What follows belongs to an exercise in optimizing a design on an open flow for small area; a production flow would make more cautious choices.
In this exercise RTL edits were held to simulation tests only and were not proved equivalent to the original.
Power figures rest on the tool's default switching activity, not on a simulated workload.

==> config.mk <==
export PLATFORM = sky130hd
export DESIGN_NAME = nn_main_ctrl
export DESIGN_NICKNAME = nn_main_ctrl
export VERILOG_FILES = /design/flow/design.v
export SDC_FILE = /design/flow/constraint.sdc
export NUM_CORES = 4
export LEC_CHECK = 0
export CAP_MARGIN = 20
export CORE_MARGIN = 2
export CORE_UTILIZATION = 40
export SLEW_MARGIN = 20
export SYNTH_MEMORY_MAX_BITS = 8192
==> constraint.sdc <==
create_clock -name core_clock -period 5.0 [get_ports {I_sys_clk}]
set_input_delay 1.0000 -clock core_clock [delete_from_list [all_inputs] [get_ports {I_sys_clk}]]
set_output_delay 1.0000 -clock core_clock [all_outputs]
set_load 0.01 [all_outputs]
==> design.v <==
`default_nettype none
package nn_ctrl_pkg;
	localparam int CFG_WORD_W      = 128;
	localparam int LAYER_CFG_W     = 512;
	localparam int WORDS_PER_LAYER = 4;
	localparam int MAX_LAYERS      = 8;
	localparam int CFG_WORDS       = WORDS_PER_LAYER * MAX_LAYERS;
	localparam int BUF_ADDR_W      = 5;
	localparam int ALGO_SEL_LSB    = 1;
	localparam int ALGO_SEL_W      = 3;
	localparam int LAST_LAYER_BIT  = 9;
	localparam int RES_ADDR_LSB    = 64;   
	localparam int RES_LEN_LSB     = 96;   
	localparam int RD_DDR_CFG_W    = 64;
	localparam logic [ALGO_SEL_W-1:0] ALGO_CNN  = 3'd1;
	localparam logic [ALGO_SEL_W-1:0] ALGO_FC   = 3'd2;
	localparam logic [ALGO_SEL_W-1:0] ALGO_LSTM = 3'd3;
	localparam logic [2:0] ST_IDLE        = 3'd0;
	localparam logic [2:0] ST_CONFIG      = 3'd1;
	localparam logic [2:0] ST_DATA_PREP   = 3'd2;
	localparam logic [2:0] ST_CAL         = 3'd3;
	localparam logic [2:0] ST_RESULT_READ = 3'd4;
	localparam logic [2:0] ST_LAYER_CFG   = 3'd5;
endpackage
`default_nettype wire
`timescale 1ns/1ps
`default_nettype none
module cfg_intake (
	input  wire                                 I_sys_clk,
	input  wire                                 I_sys_rst_n,
	input  wire  [nn_ctrl_pkg::CFG_WORD_W-1:0]  cfg_value,
	input  wire                                 cfg_valid,
	input  wire                                 rewind,
	output logic                                wr_en,
	output logic [nn_ctrl_pkg::BUF_ADDR_W-1:0]  wr_addr,
	output logic [nn_ctrl_pkg::CFG_WORD_W-1:0]  wr_data,
	output logic                                first_layer_ready
);
	logic [nn_ctrl_pkg::BUF_ADDR_W:0] word_cnt;
	logic                             accept;
	assign accept = cfg_valid && (word_cnt < nn_ctrl_pkg::CFG_WORDS);
	always_ff @(posedge I_sys_clk) begin
		if (!I_sys_rst_n) begin
			word_cnt <= '0;
		end else if (rewind) begin
			word_cnt <= '0;  
		end else if (accept) begin
			word_cnt <= word_cnt + 1'b1;
		end
	end
	always_ff @(posedge I_sys_clk) begin
		if (!I_sys_rst_n) begin
			wr_en             <= 1'b0;
			first_layer_ready <= 1'b0;
		end else begin
			wr_en             <= accept;
			first_layer_ready <= wr_en && (wr_addr == nn_ctrl_pkg::WORDS_PER_LAYER - 1);
		end
	end
	always_ff @(posedge I_sys_clk) begin
		if (accept) begin
			wr_addr <= word_cnt[nn_ctrl_pkg::BUF_ADDR_W-1:0];
			wr_data <= cfg_value;
		end
	end
endmodule
`default_nettype wire
`timescale 1ns/1ps
`default_nettype none
module cfg_buffer (
	input  wire                                 I_sys_clk,
	input  wire                                 wr_en,
	input  wire  [nn_ctrl_pkg::BUF_ADDR_W-1:0]  wr_addr,
	input  wire  [nn_ctrl_pkg::CFG_WORD_W-1:0]  wr_data,
	input  wire  [nn_ctrl_pkg::BUF_ADDR_W-1:0]  rd_addr,
	output logic [nn_ctrl_pkg::CFG_WORD_W-1:0]  rd_data
);
	logic [nn_ctrl_pkg::CFG_WORD_W-1:0] mem [nn_ctrl_pkg::CFG_WORDS];
	always_ff @(posedge I_sys_clk) begin
		if (wr_en) begin
			mem[wr_addr] <= wr_data;
		end
	end
	always_ff @(posedge I_sys_clk) begin
		rd_data <= mem[rd_addr];
	end
endmodule
`default_nettype wire
`timescale 1ns/1ps
`default_nettype none
module layer_loader (
	input  wire                                 I_sys_clk,
	input  wire                                 I_sys_rst_n,
	output logic [nn_ctrl_pkg::BUF_ADDR_W-1:0]  rd_addr,
	input  wire  [nn_ctrl_pkg::CFG_WORD_W-1:0]  rd_data,
	output logic [nn_ctrl_pkg::LAYER_CFG_W-1:0]  link_cfg,
	output logic                                link_loaded,
	input  wire                                 link_fetch,
	input  wire                                 link_rewind
);
	logic [nn_ctrl_pkg::BUF_ADDR_W-1:0]                base_addr;  
	logic [$clog2(nn_ctrl_pkg::WORDS_PER_LAYER):0]     step;
	logic                                              active;
	always_ff @(posedge I_sys_clk) begin
		if (!I_sys_rst_n) begin
			base_addr   <= '0;
		end else if (link_rewind) begin
			base_addr   <= '0;
		end else if (link_fetch) begin
			base_addr   <= base_addr +
				nn_ctrl_pkg::BUF_ADDR_W'(nn_ctrl_pkg::WORDS_PER_LAYER);
		end
	end
	always_ff @(posedge I_sys_clk) begin
		if (!I_sys_rst_n) begin
			active      <= 1'b0;
			step        <= '0;
			link_loaded <= 1'b0;
		end else begin
			link_loaded <= 1'b0;
			if (link_fetch) begin
				active <= 1'b1;
				step   <= '0;
			end else if (active) begin
				step <= step + 1'b1;
				if (step == nn_ctrl_pkg::WORDS_PER_LAYER) begin
					active      <= 1'b0;
					step        <= '0;
					link_loaded <= 1'b1;  
				end
			end
		end
	end
	always_ff @(posedge I_sys_clk) begin
		if (link_fetch) begin
			rd_addr <= base_addr;
		end else if (active && (step < nn_ctrl_pkg::WORDS_PER_LAYER - 1)) begin
			rd_addr <= rd_addr + 1'b1;
		end
	end
	always_ff @(posedge I_sys_clk) begin
		if (active && (step != 0)) begin
			link_cfg[nn_ctrl_pkg::LAYER_CFG_W - nn_ctrl_pkg::CFG_WORD_W * step
				+: nn_ctrl_pkg::CFG_WORD_W] <= rd_data;
		end
	end
endmodule
`default_nettype wire
`timescale 1ns/1ps
`default_nettype none
module task_sequencer (
	input  wire          I_sys_clk,
	input  wire          I_sys_rst_n,
	input  wire          cfg_valid,
	input  wire          first_layer_ready,
	input  wire          mac_to_ddr_done,
	input  wire          ddr_to_mac_done,
	input  wire          engine_done,
	input  wire  [nn_ctrl_pkg::LAYER_CFG_W-1:0] link_cfg,
	input  wire          link_loaded,
	output logic         link_fetch,
	output logic         link_rewind,
	output logic         cfg_send,
	output logic         cal_start,
	output logic         result_req,
	output logic         rewind_out
);
	logic [2:0] state;
	assign link_rewind = rewind_out;
	always_ff @(posedge I_sys_clk) begin
		if (!I_sys_rst_n) begin
			state      <= nn_ctrl_pkg::ST_IDLE;
			link_fetch <= 1'b0;
			cfg_send   <= 1'b0;
			cal_start  <= 1'b0;
			result_req <= 1'b0;
			rewind_out <= 1'b0;
		end else begin
			link_fetch <= 1'b0;
			cfg_send   <= 1'b0;
			cal_start  <= 1'b0;
			result_req <= 1'b0;
			rewind_out <= 1'b0;
			case (state)
				nn_ctrl_pkg::ST_IDLE: begin
					if (cfg_valid) begin
						state <= nn_ctrl_pkg::ST_CONFIG;
					end
				end
				nn_ctrl_pkg::ST_CONFIG: begin
					if (first_layer_ready) begin
						link_fetch <= 1'b1;  
					end
					if (link_loaded) begin
						cfg_send <= 1'b1;
						state    <= nn_ctrl_pkg::ST_DATA_PREP;
					end
				end
				nn_ctrl_pkg::ST_DATA_PREP: begin
					if (mac_to_ddr_done) begin
						cal_start <= 1'b1;
						state     <= nn_ctrl_pkg::ST_CAL;
					end
				end
				nn_ctrl_pkg::ST_CAL: begin
					if (engine_done) begin
						if (link_cfg[nn_ctrl_pkg::LAST_LAYER_BIT]) begin
							result_req <= 1'b1;
							state      <= nn_ctrl_pkg::ST_RESULT_READ;
						end else begin
							link_fetch <= 1'b1;
							state      <= nn_ctrl_pkg::ST_LAYER_CFG;
						end
					end
				end
				nn_ctrl_pkg::ST_LAYER_CFG: begin
					if (cfg_send) begin
						cal_start <= 1'b1;
						state     <= nn_ctrl_pkg::ST_CAL;
					end else if (link_loaded) begin
						cfg_send <= 1'b1;
					end
				end
				nn_ctrl_pkg::ST_RESULT_READ: begin
					if (ddr_to_mac_done) begin
						rewind_out <= 1'b1;
						state      <= nn_ctrl_pkg::ST_IDLE;
					end
				end
				default: begin
					state <= nn_ctrl_pkg::ST_IDLE;
				end
			endcase
		end
	end
endmodule
`default_nettype wire
`timescale 1ns/1ps
`default_nettype none
module engine_dispatch (
	input  wire                                   I_sys_clk,
	input  wire                                   I_sys_rst_n,
	input  wire  [nn_ctrl_pkg::LAYER_CFG_W-1:0]   link_cfg,
	input  wire                                   cfg_send,
	input  wire                                   cal_start,
	input  wire                                   result_req,
	input  wire                                   cnn_cal_done,
	input  wire                                   fc_cal_done,
	input  wire                                   lstm_cal_done,
	output logic                                  engine_done,
	output logic                                  spmv_sel,
	output logic                                  mode_sel,
	output logic                                  fc_relu_en,
	output logic [nn_ctrl_pkg::LAYER_CFG_W-1:0]   cnn_cfg_value,
	output logic [nn_ctrl_pkg::LAYER_CFG_W-1:0]   fc_cfg_value,
	output logic [nn_ctrl_pkg::LAYER_CFG_W-1:0]   lstm_cfg_value,
	output logic                                  cnn_cfg_valid,
	output logic                                  fc_cfg_valid,
	output logic                                  lstm_cfg_valid,
	output logic                                  cnn_cal_start,
	output logic                                  fc_cal_start,
	output logic                                  lstm_cal_start,
	output logic [nn_ctrl_pkg::RD_DDR_CFG_W-1:0]  rd_ddr_cfg,
	output logic                                  rd_ddr_cfg_valid
);
	localparam int HALF_W = nn_ctrl_pkg::RD_DDR_CFG_W / 2;
	logic [nn_ctrl_pkg::ALGO_SEL_W-1:0] algo;
	logic                               last_layer;
	logic                               is_cnn;
	logic                               is_fc;
	logic                               is_lstm;
	assign algo       = link_cfg[nn_ctrl_pkg::ALGO_SEL_LSB +: nn_ctrl_pkg::ALGO_SEL_W];
	assign last_layer = link_cfg[nn_ctrl_pkg::LAST_LAYER_BIT];
	assign is_cnn     = (algo == nn_ctrl_pkg::ALGO_CNN);
	assign is_fc      = (algo == nn_ctrl_pkg::ALGO_FC);
	assign is_lstm    = (algo == nn_ctrl_pkg::ALGO_LSTM);
	always_ff @(posedge I_sys_clk) begin
		if (!I_sys_rst_n) begin
			cnn_cfg_valid  <= 1'b0;
			fc_cfg_valid   <= 1'b0;
			lstm_cfg_valid <= 1'b0;
			cnn_cfg_value  <= '0;
			fc_cfg_value   <= '0;
			lstm_cfg_value <= '0;
		end else begin
			cnn_cfg_valid  <= cfg_send && is_cnn;
			fc_cfg_valid   <= cfg_send && is_fc;
			lstm_cfg_valid <= cfg_send && is_lstm;
			cnn_cfg_value  <= (cfg_send && is_cnn) ? link_cfg : '0;
			fc_cfg_value   <= (cfg_send && is_fc) ? link_cfg : '0;
			lstm_cfg_value <= (cfg_send && is_lstm) ? link_cfg : '0;
		end
	end
	always_ff @(posedge I_sys_clk) begin
		if (!I_sys_rst_n) begin
			spmv_sel   <= 1'b0;
			mode_sel   <= 1'b0;
			fc_relu_en <= 1'b0;
		end else if (cfg_send) begin
			spmv_sel <= is_cnn ? 1'b1 : ((is_fc || is_lstm) ? 1'b0 : spmv_sel);
			if (is_fc || is_lstm) begin
				mode_sel <= is_fc;  
			end
			if (is_fc) begin
				fc_relu_en <= !last_layer;  
			end
		end
	end
	always_ff @(posedge I_sys_clk) begin
		if (!I_sys_rst_n) begin
			cnn_cal_start    <= 1'b0;
			fc_cal_start     <= 1'b0;
			lstm_cal_start   <= 1'b0;
			engine_done      <= 1'b0;
			rd_ddr_cfg_valid <= 1'b0;
			rd_ddr_cfg       <= '0;
		end else begin
			cnn_cal_start    <= cal_start && is_cnn;
			fc_cal_start     <= cal_start && is_fc;
			lstm_cal_start   <= cal_start && is_lstm;
			engine_done      <= cnn_cal_done || fc_cal_done || lstm_cal_done;
			rd_ddr_cfg_valid <= result_req;
			rd_ddr_cfg       <= result_req ?
				{link_cfg[nn_ctrl_pkg::RES_LEN_LSB +: HALF_W],
				 link_cfg[nn_ctrl_pkg::RES_ADDR_LSB +: HALF_W]} : '0;
		end
	end
endmodule
`default_nettype wire
`timescale 1ns/1ps
`default_nettype none
module nn_main_ctrl (
	input  wire                                   I_sys_clk,
	input  wire                                   I_sys_rst_n,
	input  wire  [nn_ctrl_pkg::CFG_WORD_W-1:0]    cfg_value,
	input  wire                                   cfg_valid,
	input  wire                                   mac_to_ddr_done,
	input  wire                                   ddr_to_mac_done,
	input  wire                                   cnn_cal_done,
	input  wire                                   fc_cal_done,
	input  wire                                   lstm_cal_done,
	output logic                                  spmv_sel,
	output logic                                  mode_sel,
	output logic                                  fc_relu_en,
	output logic [nn_ctrl_pkg::LAYER_CFG_W-1:0]   cnn_cfg_value,
	output logic [nn_ctrl_pkg::LAYER_CFG_W-1:0]   fc_cfg_value,
	output logic [nn_ctrl_pkg::LAYER_CFG_W-1:0]   lstm_cfg_value,
	output logic                                  cnn_cfg_valid,
	output logic                                  fc_cfg_valid,
	output logic                                  lstm_cfg_valid,
	output logic                                  cnn_cal_start,
	output logic                                  fc_cal_start,
	output logic                                  lstm_cal_start,
	output logic [nn_ctrl_pkg::RD_DDR_CFG_W-1:0]  rd_ddr_cfg,
	output logic                                  rd_ddr_cfg_valid
);
	logic                               wr_en;
	logic [nn_ctrl_pkg::BUF_ADDR_W-1:0] wr_addr;
	logic [nn_ctrl_pkg::CFG_WORD_W-1:0] wr_data;
	logic [nn_ctrl_pkg::BUF_ADDR_W-1:0] rd_addr;
	logic [nn_ctrl_pkg::CFG_WORD_W-1:0] rd_data;
	logic                               first_layer_ready;
	logic                               rewind;
	logic                               cfg_send;
	logic                               cal_start;
	logic                               result_req;
	logic                               engine_done;
	logic [nn_ctrl_pkg::LAYER_CFG_W-1:0] link_cfg;
	logic                               link_loaded;
	logic                               link_fetch;
	cfg_intake u_cfg_intake (
		.I_sys_clk         (I_sys_clk),
		.I_sys_rst_n       (I_sys_rst_n),
		.cfg_value         (cfg_value),
		.cfg_valid         (cfg_valid),
		.rewind            (rewind),
		.wr_en             (wr_en),
		.wr_addr           (wr_addr),
		.wr_data           (wr_data),
		.first_layer_ready (first_layer_ready)
	);
	cfg_buffer u_cfg_buffer (
		.I_sys_clk (I_sys_clk),
		.wr_en     (wr_en),
		.wr_addr   (wr_addr),
		.wr_data   (wr_data),
		.rd_addr   (rd_addr),
		.rd_data   (rd_data)
	);
	layer_loader u_layer_loader (
		.I_sys_clk   (I_sys_clk),
		.I_sys_rst_n (I_sys_rst_n),
		.rd_addr     (rd_addr),
		.rd_data     (rd_data),
		.link_cfg    (link_cfg),
		.link_loaded (link_loaded),
		.link_fetch  (link_fetch),
		.link_rewind (rewind)
	);
	task_sequencer u_task_sequencer (
		.I_sys_clk         (I_sys_clk),
		.I_sys_rst_n       (I_sys_rst_n),
		.cfg_valid         (cfg_valid),
		.first_layer_ready (first_layer_ready),
		.mac_to_ddr_done   (mac_to_ddr_done),
		.ddr_to_mac_done   (ddr_to_mac_done),
		.engine_done       (engine_done),
		.link_cfg          (link_cfg),
		.link_loaded       (link_loaded),
		.link_fetch        (link_fetch),
		.link_rewind       (),
		.cfg_send          (cfg_send),
		.cal_start         (cal_start),
		.result_req        (result_req),
		.rewind_out        (rewind)
	);
	engine_dispatch u_engine_dispatch (
		.I_sys_clk        (I_sys_clk),
		.I_sys_rst_n      (I_sys_rst_n),
		.link_cfg         (link_cfg),
		.cfg_send         (cfg_send),
		.cal_start        (cal_start),
		.result_req       (result_req),
		.cnn_cal_done     (cnn_cal_done),
		.fc_cal_done      (fc_cal_done),
		.lstm_cal_done    (lstm_cal_done),
		.engine_done      (engine_done),
		.spmv_sel         (spmv_sel),
		.mode_sel         (mode_sel),
		.fc_relu_en       (fc_relu_en),
		.cnn_cfg_value    (cnn_cfg_value),
		.fc_cfg_value     (fc_cfg_value),
		.lstm_cfg_value   (lstm_cfg_value),
		.cnn_cfg_valid    (cnn_cfg_valid),
		.fc_cfg_valid     (fc_cfg_valid),
		.lstm_cfg_valid   (lstm_cfg_valid),
		.cnn_cal_start    (cnn_cal_start),
		.fc_cal_start     (fc_cal_start),
		.lstm_cal_start   (lstm_cal_start),
		.rd_ddr_cfg       (rd_ddr_cfg),
		.rd_ddr_cfg_valid (rd_ddr_cfg_valid)
	);
endmodule
`default_nettype wire
==> run.sh <==
#!/bin/bash
# synth_recipe.tcl (not shown) runs the flow's synth.tcl, then flattens the netlist and writes it again
# the make line also repeats each setting of config.mk as NAME=value (left out here)
make -C /OpenROAD-flow-scripts/flow DESIGN_CONFIG=/design/flow/config.mk WORK_HOME=/design/flow/orfs CLKGATE_MAP_FILE= SYNTH_SCRIPT=/design/flow/synth_recipe.tcl finish
==> summary.md <==
| Metric | Value |
|---|---|
| Status | complete, no violations |
| CP endpoint kind | flip-flop |
| Worst Tran Pin Value | 1.35 ns |
| FP Rows | 275 |
| DP Wirelength | 580 mm |
| TritonRoute pass-1 iters | 5 |
| Post-Synthesis Cells | 11318 |
| EDFF count, synth | 4746 |
| Hold buffer count at CTS | 0 |
| Sw Pwr | 22.7 mW |
| H-tree depth | 6 |
| Worst EP required | 5.87 ns |
| Synth Register Bits | 6509 |
| Share of cells above drive strength 1 | 18.3% |
| Minimum clock period | 3.98 ns |
| Worst-path clk slew | 0.06 ns |
| Clock Power Share | 45.5% |
| Slew headroom | 9.77% |
| Routed via count | 124748 |
| Cell total after placement | roughly 20000 |
| Int Pwr | just under 90 mW |
| Finished Cell Area | 277000 um^2 |
| Core Region | roughly 560000 um^2 |
| Post-Synth Simple-Gate Area | 5.29% |
| Crit path DAT | 4.86 ns |
| Skew final | 0.0716 ns |
| Final non-filler cell total | 21799 |
| Hold WS | 0.337 ns |
| Worst Hold Class | primary input to flip-flop |
| VDD IR max | 432 uV |
| Synth area leader | edfxtp_1 |
| Vias in the first global route | 114973 |
| Mux contribution to synthesized area | 11.0% |
| Leakage | 92.0 nW |
| Synth top area share | 63.4% |
| Area added between synthesis and finish | 23.1% |
| Post_cts resized | 0 |
| Die Wd | approximately 750 um |
| GP Congestion | 0.985 |
| Final Hold Vio Count | 0 |
| Starting Density | 40.1% |
| Synth area leaders | edfxtp_1 63%, dfxtp_1 16%, mux4_2 9.5% |
| Post-synth cell types | 53 |
| Initial antenna violation count | 243 |
| Sw Ratio | between 20 and 25% |
| Warnings from Yosys | 5 |
| Vias/cell | around 5.7 |
| Max Root-Sink Buffers | 4 |
| I/O Pins | between 1500 and 2000 |
| Clock sink count | 6509 |
| Fmax | 0.251 GHz |
| Fillers | approximately 46000 |
| Largest family of logic cells by synthesized area | multiplexers |
| Sequential-to-total area share from yosys stat | 79.1% |
| CP Class | flip-flop to flip-flop |
| Nets | about 14000 |
| First-pass GRT wire length | ~1100 mm |
| RSZ-0062 raised after global routing | false |
| # setup viols final | 0 |
| Mean Syn Cell Area | 19.9 um^2 |
| Mapped Area | 225000 um^2 |
| Max Cap Violations | 0 |
| Dominant synthesized flop cell | edfxtp_1 |
| Final Max Slew Viols | 0 |
| Postcts setup bufs | 0 |
| Grt ovf | 0 |
| WL per Instance | 39.7 um |
| Synth async-reset ratio | 0% |
| Clk root buf | clkbuf_16 |
| IO buf count | 1745 |
| Worst Setup Start Kind | flip-flop |
| Synth Area in Compound Gates | 3.16% |
| XOR/XNOR Fraction of Synth Area | 0.0389% |
| Post-layout util | 49.4% |
| Largest net degree at the start of global routing | 147 |
| PD cells | 396 nW/um^2 |
| GRT Overall Usage | 29.6% |
| CTS tree | done |
| Worst-path maximum fanout | 66 |
| Post-Synth Adder-Cell Area | 0.0612% |
| Antenna viol nets, final | 0 |
| Final wirelength | 866 mm |
| Most common cell after layout, fill and taps aside | edfxtp_1 |
| Comb pwr share | 0.6% |
| Dpl cell area | 254000 um^2 |
| CTS Buf Count | 666 |
| Commonest cells after routing, fill and taps aside | 4746 x edfxtp_1, 1761 x dfxtp_1, 1744 x clkdlybuf4s50_1 |
| Worst-Skew Late Latency | 1.14 ns |
| Die Height | 754 um |
| DRC | 0 |
| Design Power | approximately 110 mW |
| Iter 0 DRT Violations | roughly 21000 |
| Final period utilization | 79.7% |
| Die ar. | 568000 um^2 |
| Seq pwr share | 53.9% |
## power by group through the flow
stage               logic [mW]  clock network, mW  registers, mW
floorplan                0.181                  0           59.9
global placement         0.575                  0           60.2
detailed placement       0.577                  0           60.2
CTS                      0.578               50.3           59.1
global route             0.631               52.4           59.1
finish                   0.612               49.8           59.1
## routing by layer
layer | share of wire (%) | vias to the layer above | track usage (%)
met2 | 44 | 8216 | 43.9
li1 | - | 49153 | -
met5 | 0.059 | - | 0
met3 | 12 | 1265 | 8.17
met1 | 39 | 66054 | 40.5
met4 | 5.3 | 60 | 14.4
## through the flow
step / setup slack [ns] / setup TNS [ns]
after floorplan: -3.80 / -1943.12
after global placement: 1.05 / 0
after detailed placement: 1.10 / 0
after CTS: 1.12 / 0
after global routing: 0.904 / 0
final: 1.02 / 0
## worst max-delay path, stage by stage, from the launching register on
cell       delay, ns
dfxtp_2         0.39
o21ai_0         0.63
inv_1           0.12
ha_1            0.41
nor4b_2         0.35
nand3b_2        0.20
a2111oi_4       0.57
buf_12          0.40
mux2_4          0.35
## cell type report
class | instances | area [um^2] | share of cell area, %
timing repair buffer | 2186 | 22700 | 8.18
tap | 7479 | 9360 | 3.38
sequential | 6509 | 178000 | 64.2
clock inverter | 259 | 2870 | 1.04
inverter | 6 | 25.0 | 0.00904
clock buffer | 977 | 19000 | 6.85
antenna | 221 | 553 | 0.200
multi-input combinational | 4162 | 44600 | 16.1
## state kept, by name, indices dropped and copies added (netlist names), 5 cells and up
signal / count
u_layer_loader.rd_addr: 5
u_engine_dispatch.rd_ddr_cfg: 64
u_cfg_intake.word_cnt: 6
u_engine_dispatch.fc_cfg_value: 512
u_layer_loader.link_cfg: 512
u_engine_dispatch.lstm_cfg_value: 512
u_engine_dispatch.cnn_cfg_value: 512
u_cfg_buffer.mem: 4096
u_cfg_intake.wr_addr: 5
u_cfg_intake.wr_data: 128
u_cfg_buffer.rd_data: 128
## cells in the mapped netlist, drive strengths merged, types with 2 or more instances
cell type,count
edfxtp,4746
dfxtp,1763
and2,1535
mux4,948
o22ai,437
a22o,384
clkbuf,373
buf,272
mux2i,156
mux2,128
nor4,112
a22oi,95
and3,66
nor2,60
nand3,51
nand2,43
a21oi,24
nand4,20
nor2b,15
ha,11
nand2b,11
nand3b,11
xor2,7
inv,6
o21ai,6
a31oi,4
nor3,4
nor4b,4
nor3b,3
o21a,3
or3b,3
xnor2,3
or2,2
or3,2
## path summary, 6_finish.rpt
path / slack (ns) / cells after the start / end / start
worst max-delay path: 1.02 / 8 / u_layer_loader.link_cfg[65] / u_layer_loader.step[0]
worst min-delay path: 0.34 / 3 / u_engine_dispatch.lstm_cfg_value[1] / I_sys_rst_n
worst max register to register: 1.02 / 8 / u_layer_loader.link_cfg[65] / u_layer_loader.step[0]
worst min register to register: 0.44 / 2 / u_task_sequencer.cfg_send / u_layer_loader.link_loaded
## logic make-up after synthesis
group                    Yosys count
flip-flops                      6509
AND/OR/NAND/NOR                 1943
multiplexers                    1232
AO/OA/AOI/OAI                    961
buffers and inverters            651
adder cells (fa/ha/maj)           11
XOR/XNOR                          10
other                              1

separate check: timing with driven ports:
The results above use ideal ports. As a check the final layout listed here was re-extracted and re-timed, cells and wires unchanged.
Step 1 (the two cells are an assumption about what drives the block):
set clk [get_ports {I_sys_clk}]
set_driving_cell -lib_cell sky130_fd_sc_hd__clkbuf_16 $clk
set_driving_cell -lib_cell sky130_fd_sc_hd__buf_2 [delete_from_list [all_inputs] $clk]
Step 2 also shifts input and output timing later by t, the mid clock arrival at the registers, as if the neighbouring blocks saw the same clock.
a / b / c = ideal / step 1 / step 2; a / b = the first two.
shift t [ns]: 1.229
setup slack, ns: 1.015 / 1.015 / 1.015
clock arrival spread, ns: 0.075 / 0.075
worst register clock-pin slew, ns: 0.07 / 0.07
worst slew at a driven data input, ns: 0.26
After both steps setup and hold are still met in this run. The setup slack of this run moves by 0.000 ns with the drivers and by 0.000 ns with both steps.
